From an optimization exercise on the open Yosys and OpenROAD flow, aimed at small area; shortcuts taken in it are not production practice. Function was checked by simulation only, so behaviour that the tests miss may differ from the original. Power and IR drop assume default switching activity.

## flow/constraint.sdc

```tcl
create_clock -name core_clock -period 5.0 [get_ports {clk_i}]
set_input_delay 1.0000 -clock core_clock [delete_from_list [all_inputs] [get_ports {clk_i}]]
set_output_delay 1.0000 -clock core_clock [all_outputs]
set_load 0.01 [all_outputs]
```

## flow/design.v

```verilog
package rlrs_pkg;
  localparam int unsigned LINE_DEPTH = 64;
  localparam int unsigned LINE_AW    = $clog2(LINE_DEPTH);
  localparam int unsigned PREFIX_LEN = 7;
  localparam int unsigned TEXT_LEN   = 9;
  localparam int unsigned IDENT_MAX  = 8;
  localparam logic [8*PREFIX_LEN-1:0] SEL_PREFIX = 56'h20_54_43_45_4C_45_53;
  localparam logic [7:0] CHAR_LF = 8'h0A;
  localparam logic [7:0] CHAR_CR = 8'h0D;
  typedef enum logic [1:0] {
    OP_BYTE = 2'd0,
    OP_ACK  = 2'd1,
    OP_READ = 2'd2
  } op_e;
  typedef enum logic [0:0] {
    CFG_UNIT_IDENT = 1'b0,
    CFG_IDENT_LEN  = 1'b1
  } cfg_idx_e;
  typedef enum logic [2:0] {
    MODE_RECV    = 3'b001,
    MODE_HELD    = 3'b010,
    MODE_DISCARD = 3'b100
  } mode_e;
  typedef struct packed {
    logic [1:0] operation;
    logic [7:0] byte_value;
    logic [5:0] read_index;
  } in_word_t;
  typedef struct packed {
    logic       line_ready;
    logic [5:0] line_length;
    logic       transmit_off;
    logic       discarding;
    logic [7:0] read_data;
  } out_word_t;
  typedef struct packed {
    logic                  prefix_ok;
    logic [LINE_AW-1:0]    length;
    logic [TEXT_LEN*8-1:0] text;
  } sel_line_t;
endpackage
module rlrs_select_cmp
(
  input  rlrs_pkg::sel_line_t   line_i,
  input  logic [63:0] unit_ident_i,
  input  logic [3:0]  ident_length_i,
  output logic        other_o
);
  logic [3:0] n_chars;
  logic       done;
  logic       res;
  logic [7:0] tc;
  logic [7:0] ic;
  assign n_chars = (ident_length_i > 4'(rlrs_pkg::IDENT_MAX)) ? 4'(rlrs_pkg::IDENT_MAX) : ident_length_i;
  always_comb begin
    done = 1'b0;
    res  = 1'b1;
    tc   = '0;
    ic   = '0;
    for (int k = 0; k < rlrs_pkg::TEXT_LEN; k++) begin
      tc = (rlrs_pkg::LINE_AW'(rlrs_pkg::PREFIX_LEN + k) < line_i.length) ? line_i.text[8*k +: 8] : 8'h00;
      ic = (k < rlrs_pkg::IDENT_MAX && 4'(k) < n_chars) ? unit_ident_i[8*(k % rlrs_pkg::IDENT_MAX) +: 8] : 8'h00;
      if (!done) begin
        if (tc != ic) begin
          res  = 1'b1;
          done = 1'b1;
        end else if (tc == 8'h00) begin
          res  = 1'b0;
          done = 1'b1;
        end
      end
    end
    other_o = (line_i.length >= rlrs_pkg::LINE_AW'(rlrs_pkg::PREFIX_LEN)) && line_i.prefix_ok && res;
  end
endmodule
module rs485_line_receiver_select_top
(
  input  logic        clk_i,
  input  logic        rst_ni,
  input  logic        cfg_we_i,
  input  logic [0:0]  cfg_index_i,
  input  logic [63:0] cfg_data_i,
  input  logic        in_valid_i,
  output logic        in_ready_o,
  input  rlrs_pkg::in_word_t    in_word_i,
  output logic        out_valid_o,
  input  logic        out_ready_i,
  output rlrs_pkg::out_word_t   out_word_o
);
  logic [63:0]        unit_ident_q;
  logic [3:0]         ident_length_q;
  rlrs_pkg::mode_e              mode_q, mode_d;
  logic [rlrs_pkg::LINE_AW-1:0] wp_q, wp_d;
  logic               prefix_ok_q, prefix_ok_d;
  logic [7:0]         text_q [rlrs_pkg::TEXT_LEN];
  logic [7:0]         line_mem_q [rlrs_pkg::LINE_DEPTH];
  logic [7:0]         rdata_q;
  logic               rd_en_q, rd_en_d;
  logic               out_valid_q;
  rlrs_pkg::out_word_t          res_q, res_d;
  logic               accept;
  logic               eol;
  logic               mem_we;
  logic               mem_re;
  logic [rlrs_pkg::LINE_AW:0]   wp_inc;
  logic               toff;
  rlrs_pkg::sel_line_t          sel_line;
  assign accept     = in_valid_i && in_ready_o;
  assign in_ready_o = !out_valid_q || out_ready_i;
  assign eol        = (in_word_i.byte_value == rlrs_pkg::CHAR_LF) || (in_word_i.byte_value == rlrs_pkg::CHAR_CR);
  assign wp_inc     = {1'b0, wp_q} + (rlrs_pkg::LINE_AW + 1)'(1);
  always_comb begin
    sel_line.prefix_ok = prefix_ok_q;
    sel_line.length    = wp_q;
    for (int k = 0; k < rlrs_pkg::TEXT_LEN; k++) begin
      sel_line.text[8*k +: 8] = text_q[k];
    end
  end
  rlrs_select_cmp u_sel (
    .line_i         (sel_line),
    .unit_ident_i   (unit_ident_q),
    .ident_length_i (ident_length_q),
    .other_o        (toff)
  );
  always_comb begin
    mode_d      = mode_q;
    wp_d        = wp_q;
    prefix_ok_d = prefix_ok_q;
    mem_we      = 1'b0;
    mem_re      = 1'b0;
    rd_en_d     = 1'b0;
    res_d       = '0;
    case (in_word_i.operation)
      rlrs_pkg::OP_BYTE: begin
        case (mode_q)
          rlrs_pkg::MODE_DISCARD: begin
            if (eol) begin
              mode_d = rlrs_pkg::MODE_RECV;
              wp_d   = '0;
            end
          end
          rlrs_pkg::MODE_RECV: begin
            if (eol) begin
              mode_d             = rlrs_pkg::MODE_HELD;
              res_d.transmit_off = toff;
            end else begin
              mem_we      = 1'b1;
              prefix_ok_d = ((wp_q == '0) ? 1'b1 : prefix_ok_q) &&
                            ((wp_q >= rlrs_pkg::LINE_AW'(rlrs_pkg::PREFIX_LEN)) ||
                             (in_word_i.byte_value == rlrs_pkg::SEL_PREFIX[8*wp_q[2:0] +: 8]));
              if (wp_inc == (rlrs_pkg::LINE_AW + 1)'(rlrs_pkg::LINE_DEPTH)) begin
                mode_d = rlrs_pkg::MODE_DISCARD;
                wp_d   = '0;
              end else begin
                wp_d = wp_inc[rlrs_pkg::LINE_AW-1:0];
              end
            end
          end
          default: ;
        endcase
      end
      rlrs_pkg::OP_ACK: begin
        mode_d = rlrs_pkg::MODE_RECV;
        wp_d   = '0;
      end
      rlrs_pkg::OP_READ: begin
        if (mode_q == rlrs_pkg::MODE_HELD && in_word_i.read_index < wp_q) begin
          mem_re  = 1'b1;
          rd_en_d = 1'b1;
        end
      end
      default: ;
    endcase
    res_d.line_ready  = (mode_d == rlrs_pkg::MODE_HELD);
    res_d.line_length = (mode_d == rlrs_pkg::MODE_HELD) ? 6'(wp_d) : 6'd0;
    res_d.discarding  = (mode_d == rlrs_pkg::MODE_DISCARD);
  end
  always_ff @(posedge clk_i or negedge rst_ni) begin
    if (!rst_ni) begin
      unit_ident_q   <= '0;
      ident_length_q <= '0;
    end else if (cfg_we_i) begin
      case (cfg_index_i)
        rlrs_pkg::CFG_UNIT_IDENT: unit_ident_q   <= cfg_data_i;
        rlrs_pkg::CFG_IDENT_LEN:  ident_length_q <= cfg_data_i[3:0];
        default: ;
      endcase
    end
  end
  always_ff @(posedge clk_i or negedge rst_ni) begin
    if (!rst_ni) begin
      mode_q      <= rlrs_pkg::MODE_RECV;
      wp_q        <= '0;
      prefix_ok_q <= 1'b0;
      out_valid_q <= 1'b0;
      rd_en_q     <= 1'b0;
    end else begin
      if (accept) begin
        mode_q      <= mode_d;
        wp_q        <= wp_d;
        prefix_ok_q <= prefix_ok_d;
        rd_en_q     <= rd_en_d;
        out_valid_q <= 1'b1;
      end else if (out_ready_i) begin
        out_valid_q <= 1'b0;
      end
    end
  end
  always_ff @(posedge clk_i) begin
    if (accept) begin
      res_q <= res_d;
      for (int k = 0; k < rlrs_pkg::TEXT_LEN; k++) begin
        if (mem_we && wp_q == rlrs_pkg::LINE_AW'(rlrs_pkg::PREFIX_LEN + k)) begin
          text_q[k] <= in_word_i.byte_value;
        end
      end
    end
  end
  always_ff @(posedge clk_i) begin
    if (accept && mem_we) begin
      line_mem_q[wp_q] <= in_word_i.byte_value;
    end
    if (accept && mem_re) begin
      rdata_q <= line_mem_q[in_word_i.read_index];
    end
  end
  always_comb begin
    out_word_o           = res_q;
    out_word_o.read_data = rd_en_q ? rdata_q : 8'h00;
  end
  assign out_valid_o = out_valid_q;
endmodule
```

## flow/config.mk

```make
export PLATFORM = sky130hd
export DESIGN_NAME = rs485_line_receiver_select_top
export DESIGN_NICKNAME = rs485_line_receiver_select_top
export VERILOG_FILES = /design/flow/design.v
export SDC_FILE = /design/flow/constraint.sdc
export NUM_CORES = 4
export LEC_CHECK = 0
export CAP_MARGIN = 20
export CORE_MARGIN = 2
export CORE_UTILIZATION = 40
export SLEW_MARGIN = 20
```

## flow/run.sh

```bash
#!/bin/bash
# synth_recipe.tcl (not shown) runs the flow's synth.tcl, then flattens the netlist and writes it again
# the make line also repeats each setting of config.mk as NAME=value (left out here)
make -C /OpenROAD-flow-scripts/flow DESIGN_CONFIG=/design/flow/config.mk WORK_HOME=/design/flow/orfs CLKGATE_MAP_FILE= SYNTH_SCRIPT=/design/flow/synth_recipe.tcl finish
```

==> impl_metrics.ini <==
[floorplan]
start_util = 0.4021
die-area_um2 = 72290
core_area_um2 = 69790
placementRows = 97
die_h_um = 268.9
die_w_um = 268.9
pin_count = 105

[placement]
io_buffers = 104
hpwl_um = 44600
gp_congestion = 0.8442
place_ws_ps = 785.6

[finish]
fill_cells = 5848
nets = 1801
syn2layout_area_growth_pct = 17.06
regArea_um2 = 20050
multi_input_area_um2 = 7699
layout-drive-gt1-share = 0.2519

[grt]
grt_overflow = 0
global_route.usage.met3 = 0.03881
grt_pass1_vias = 15300
busiest_layer = met2
grt_pass1_wl_um = 102900
grt_max_degree = 75
grt_use_met2 = 0.3295
antenna_found_initial = 4
use_met1 = 0.2615
grt_usage = 0.1974

[synthesis]
ys.flop_type = edfxtp_1
netlist_instances = 1514
synth.area.top_cells = edfxtp_1 (64%), mux4_2 (13%), dfrtp_1 (7.0%)
synth.largest_area_cell = edfxtp_1
synth.distinct_cells = 66
synth-edff-count = 601
ys_seq_area_frac = 0.7145
ys_warn_count = 3
syn_nets = 1609
netlist_area_um2 = 28060
synth_top_area_share = 0.6431
async_reset_ff_frac = 0.1175
synth-seq-cells = 681
postSynthAreaPerCell_um2 = 18.54

[hold_path]
hp-class = input pin to asynchronous set/reset pin

[cts]
post-cts-setup-buffers = 0
clock-sinks = 681
clk_transition_reported_paths_ps = 60
insertion_delay_ps = 610
cts_max_level = 3
cts_buffers = 70
cts_tree = done
root_buffer = clkbuf_16
cts_buffer_depth = 3
ctsResizeCount = 0
hold_buffers = 0

[timing]
fin_skew_ps = 16.85
max_freq_mhz = 274.1
period_minus_slack_ps = 3648
post-route-period-util = 0.7295
final-setup-viol-count = 0
slew_viol_final = 0
tns_ps = 0
fin_ws_ps = 1352
rsz0062_at_grt = false
tightest_slew_ps = 963.8
hold_viol = 0
slew_headroom = 0.3575

[outcome]
outcome = timing/DRC/antenna clean

[power]
p_leak_uw = 0.01059
peakVddDrop_v = 0.0002304
power_density_nw_per_um2 = 390.6

[setup_path]
end_kind = flip-flop
r2r-end = line_mem_q[2][3]
worstSetupPathType = flip-flop to flip-flop
r2r_cells = 5
crit_path_start_kind = flip-flop
r2r_slack_ps = 1350
crit_arrival_ps = 3870
cp_max_fo = 10
required_ps = 5220
reg2reg_from = mode_q[0]

[routing]
ant_nets = 0
routed_via_density = 5.609
first_iter_violations = 1412
vias = 15120
dr.pass1.iters = 7
routed_wirelength_um = 69920
wl_per_cell_um = 25.93
drcViolationCount = 0

[flow_run]
drv_cap = 0
==> critical path, cell delays in order, from the launching register on <==
cell	delay, ps
dfstp_2	620
or3b_1	450
or4_1	600
nor3_2	270
nand2_1	530
nor2_1	800
==> worst max-delay path by stage <==
stage	from	to	depth (start not counted)
finish	mode_q[0]	line_mem_q[2][3]	5
global placement	in_word_i[7]	line_mem_q[2][0]	7
CTS	mode_q[0]	line_mem_q[2][3]	5
detailed placement	in_word_i[14]	line_mem_q[2][0]	5
floorplan	in_word_i[7]	text_q[4][0]	7
global route	wp_q[0]	res_q[9]	9
==> cell type report <==
class                   instances  share of cell area
clock inverters                37             0.01150
repair buffers                183             0.04970
flip-flops and latches        681              0.6103
diodes                          1          0.00007617
well taps                     940             0.03580
clock buffers                  84             0.05652
inverters                      15            0.001714
multi-input cells             755              0.2343
==> registers in the layout (all words and copies together), names as in the netlist <==
register,count
wp_q,6
rd_en_q,1
mode_q,3
out_valid_q,1
res_q,9
rdata_q,8
unit_ident_q,64
ident_length_q,4
line_mem_q,512
text_q,72
prefix_ok_q,1
==> synthesized netlist by cell type (all sizes together) (7+ instances only) <==
cell type	n
a21o	9
a21oi	24
a31oi	35
and2	10
buf	25
clkbuf	38
dfrtp	79
edfxtp	601
ha	9
inv	14
mux2	70
mux4	168
nand2	21
nand2b	7
nand3	16
nand4	7
nor2	155
nor3	8
nor4	7
nor4bb	33
o21ai	40
o22ai	30
or3	9
xnor2	35
==> cell families after synthesis <==
group           Yosys count  share of synthesized area
compound gates          177                    0.04080
xor+xnor                 36                    0.01124
fa+ha+maj                 9                   0.004013
buf+inv                  78                    0.01146
flops                   681                     0.7145
mux                     241                     0.1640
simple gates            292                    0.05404
==> stage by stage <==
stage	hold slack [ps]	total power, uW	cell area (um2)	instances	utilization
6_report	406.9	12830	32850	2696	0.4707
5_1_grt	439.1	13270	32850	2695	0.4707
4_1_cts	409.7	12930	32850	2695	0.4707
3_5_place_dp	537.2	7803	30610	2574	0.4387
3_3_place_gp	546.2	7783	30610	2574	0.4387
2_1_floorplan	522.8	7311	28060	1514	-
==> metal layers <==
| layer | wire length (um) | share of wire | vias up |
|---|---|---|---|
| li1 | - | - | 6587 |
| met1 | 28020 | 0.40 | 7913 |
| met2 | 35200 | 0.50 | 516 |
| met3 | 4945 | 0.071 | 105 |
| met4 | 1739 | 0.025 | 2 |
| met5 | 13 | 0.00019 | - |
==> cell usage in the layout (no fill, tap or decap), types with 10 or more instances in the layout <==
cell type,n
edfxtp_1,601
mux4_2,168
nor2_1,154
clkdlybuf4s50_1,91
dfrtp_1,79
buf_4,77
clkbuf_16,72
mux2_2,70
o21ai_0,39
a31oi_1,35
xnor2_1,35
nor4bb_1,33
o22ai_1,30
a21oi_1,24
nand2_1,21
nand3_1,16
inv_1,13
clkinv_2,13
clkinv_1,12
clkbuf_1,11
buf_2,10
==> where the power goes <==
part	internal [uW]	switching [uW]	total (uW)
clock	3010	2130	5150
sequential	6310	192	6510
combinational	527	655	1180

-- re-timing with driven ports --
No port has a modelled driver above. Below, the same layout with a new extraction and two added sets of constraints.
Step 1 assumes that a clkbuf_16 drives the clock port and a buf_2 every other input.
Step 2, shift: input delay + t, output delay - t, t = (earliest + latest rising clock arrival at the registers) / 2. This alone moves slack from input paths to output paths.
Slacks: ideal / step 1 / step 2; pairs: ideal / step 1.
shift t [ns]: 0.659
setup slack, ns: 1.352 / 1.296 / 0.637
worst setup path after step 2: input to register
slew at the worst register clock pin (ns): 0.07 / 0.07
worst slew at a driven data input, ns: 0.20
After both steps this run still meets setup and hold. The setup slack of this run moves by -0.056 ns with the drivers and by -0.715 ns with both steps.
